Context: an optimization exercise on an open-source flow, tuned for small area, a short achievable clock period and few clock cycles. The choices shown serve that exercise and are no tape-out recipe. In this exercise RTL edits were held to simulation tests only and were not proved equivalent to the original. Power and IR drop assume default switching activity.

==> inputs of run K <==
Design matmul_top, start of the top module:
module matmul_top (
	input  logic                   clk,
	input  logic                   reset_n,
	input  logic                   dut_valid,
	output logic                   dut_ready,
	output matmul_pkg::sram_addr_t input_read_address,
	input  matmul_pkg::sram_data_t input_read_data,
	output matmul_pkg::sram_addr_t weight_read_address,
	input  matmul_pkg::sram_data_t weight_read_data,
	output logic                   result_write_enable,
	output matmul_pkg::sram_addr_t result_write_address,
	output matmul_pkg::sram_data_t result_write_data
);
export LEC_CHECK = 0
export CAP_MARGIN = 20
export CORE_MARGIN = 2
export CORE_UTILIZATION = 55
export CTS_CLUSTER_DIAMETER = 120
export CTS_CLUSTER_SIZE = 24
export SLEW_MARGIN = 20
export SYNTH_HIERARCHICAL = 1
create_clock -name core_clock -period 12.0 [get_ports {clk}]
standard.sh (not shown) runs the stock make flow with config.mk's settings and CLKGATE_MAP_FILE= SYNTH_SCRIPT=/design/flow/synth_recipe.tcl, a recipe that flattens the netlist after the stock synthesis.
==> flow/flow/run.sh <==
#!/bin/bash
set -euo pipefail
MARGIN=${MARGIN:-8.45}
bash standard.sh SETUP_SLACK_MARGIN=$MARGIN \
  "BUFFER_PORTS_ARGS=-buffer_cell sky130_fd_sc_hd__buf_1" finish > standard.log 2>&1
==> run H: changes against run K <==
==> flow/flow/run.sh (replaced) <==
#!/bin/bash
set -euo pipefail
MARGIN=${MARGIN:-8.2}
bash standard.sh SETUP_SLACK_MARGIN=$MARGIN \
  "BUFFER_PORTS_ARGS=-buffer_cell sky130_fd_sc_hd__buf_1" finish > standard.log 2>&1
==> run F: changes against run K <==
==> flow/flow/run.sh (replaced) <==
#!/bin/bash
set -euo pipefail
MARGIN=${MARGIN:-8.6}
bash standard.sh SETUP_SLACK_MARGIN=$MARGIN \
  "BUFFER_PORTS_ARGS=-buffer_cell sky130_fd_sc_hd__buf_2" finish > standard.log 2>&1
==> reports/results.txt <==
The run finished with no timing, DRC or antenna violations. The standard cell area after detailed placement came out at 24500 um2. For this design, the slowest cell found on the critical path is dfxtp_1. Critical path startpoint: u_ctrl.b_ptr[13]$_SDFF_PP0_. Between clock sinks in the finished design, the worst skew comes to 24.5 ps.

Entering global routing, the biggest net connects 87 pins. Peak fanout along the critical path: 2. For this run, the total global-route usage over all layers was measured as 29.7%.

The sequential cells in the finished layout cover a total of 7680 um2. Across the VDD grid, the largest voltage drop is 0.342 mV. The tools report the initial antenna violation count as 1. Total via count in the routed design: 17700. The tools report the end point of the critical path as weight_read_address[13].

At the pin with the least slew margin, the transition time is 1110 ps. Of the total power, the share spent switching nets is 46.2%. Multi-input gates account for 60.8% of the area. Design area: 25200 um2. The tools report the met2 usage as 48.5%.
Source of the figures above: run K

==> reports/results.txt <==
The switching fraction of total power is 46.3%. The mux share of post-synthesis cell area is 0.349%, and the initial antenna violation count is 1. Entering global routing, the biggest net connects 87 pins. For this design, the slowest cell found on the critical path is dfxtp_1. VDD sags by at most 0.385 mV.

The critical path ends at result_write_enable. The slew at the pin closest to its max-slew limit works out to 1170 ps. After routing the design area is 25000 um2. The logs give 48.5% for the met2 usage and 29.6% for the global router's overall resource usage.

The async set-reset flop share out of synthesis was 0%. The peak fanout along the critical path is 8, and the area of all sequential standard cells is 7600 um2. Counting distinct cell types in the post-synthesis netlist gives 76. In this run, the combinational gates consume 69.1% of the power.

The run finished with no timing, DRC or antenna violations. After synthesis, the largest family of logic cells by area is adder cells. Across the routed clock network, the largest skew measured is 25.4 ps. The routed layout has 17500 vias.
Source of the figures above: run H

==> reports/results.txt <==
The tools report the end point of the critical path as weight_read_address[15]. In this run the worst path has a maximum fanout of 2. The met2 usage was 48.7%. Maximum number of pins on one net before global-route repair: 80. Clock-pin slew was measured on the worst setup and hold paths at 100 ps. After routing the design area is 26500 um2. In this run the tightest slew margin relative to its limit is 42.4%. Peak supply drop: 0.440 mV.

The logs give 20.9% for the share of total power in sequential cells and 18100 for the via count of the first global-routing pass. Count of buffering cells on the critical path with inverters included: 1. In the post-synthesis netlist, the biggest area contributors are dfxtp_1 (24%), fa_1 (19%), xnor2_1 (13%), a22oi_1 (8.1%), edfxtp_1 (8.1%). The run finished with no timing, DRC or antenna violations. The multi-input logic portion of the cell area was 58.1%. Once placement finished, the instance area stood at 24700 um2. Across the whole layout, storage elements account for 7770 um2. Clock skew on the completed layout was measured at 14.6 ps.

For the maximum number of buffers from clock root to sink, the log shows 3. Net switching is 45.4% of the power. The slowest stage of the critical path belongs to the cell dfxtp_2.
Source of the figures above: run F

Testbench counts of run K, summed over its fixed seeds: cycles 30,008.
Testbench counts of run H, summed over its fixed seeds: cycles 30,008.
Testbench counts of run F, summed over its fixed seeds: cycles 30,008.

-- afterwards: timing with drivers on the ports --
How much do the figures lean on ideal ports? The routed layouts below were timed once more, with nothing changed but the port constraints.
Step 1: set_driving_cell puts a clkbuf_16 on clk and a buf_2 on each other input, an assumption about the parent block.
Step 2 moves the port delays by t, midway between the first and last clock arrival at a register: inputs arrive t later, outputs are due t later. That takes back most of the time a late clock gives input paths.
Three values: no drivers, after step 1, after step 2; two values: the first two.
| run | shift t [ns] | slack for setup (ns) | hold slack, ns | latest minus earliest clock arrival (ns) |
|---|---|---|---|---|
| run K | 0.605 | 8.498 / 8.438 / 8.550 | 0.433 / 0.433 / 0.433 | 0.025 / 0.025 |
| run H | 0.606 | 8.327 / 8.267 / 8.331 | 0.432 / 0.432 / 0.432 | 0.026 / 0.026 |
| run F | 0.612 | 8.556 / 8.496 / 8.623 | 0.431 / 0.431 / 0.431 | 0.014 / 0.014 |
After both steps every run listed still meets setup and hold.
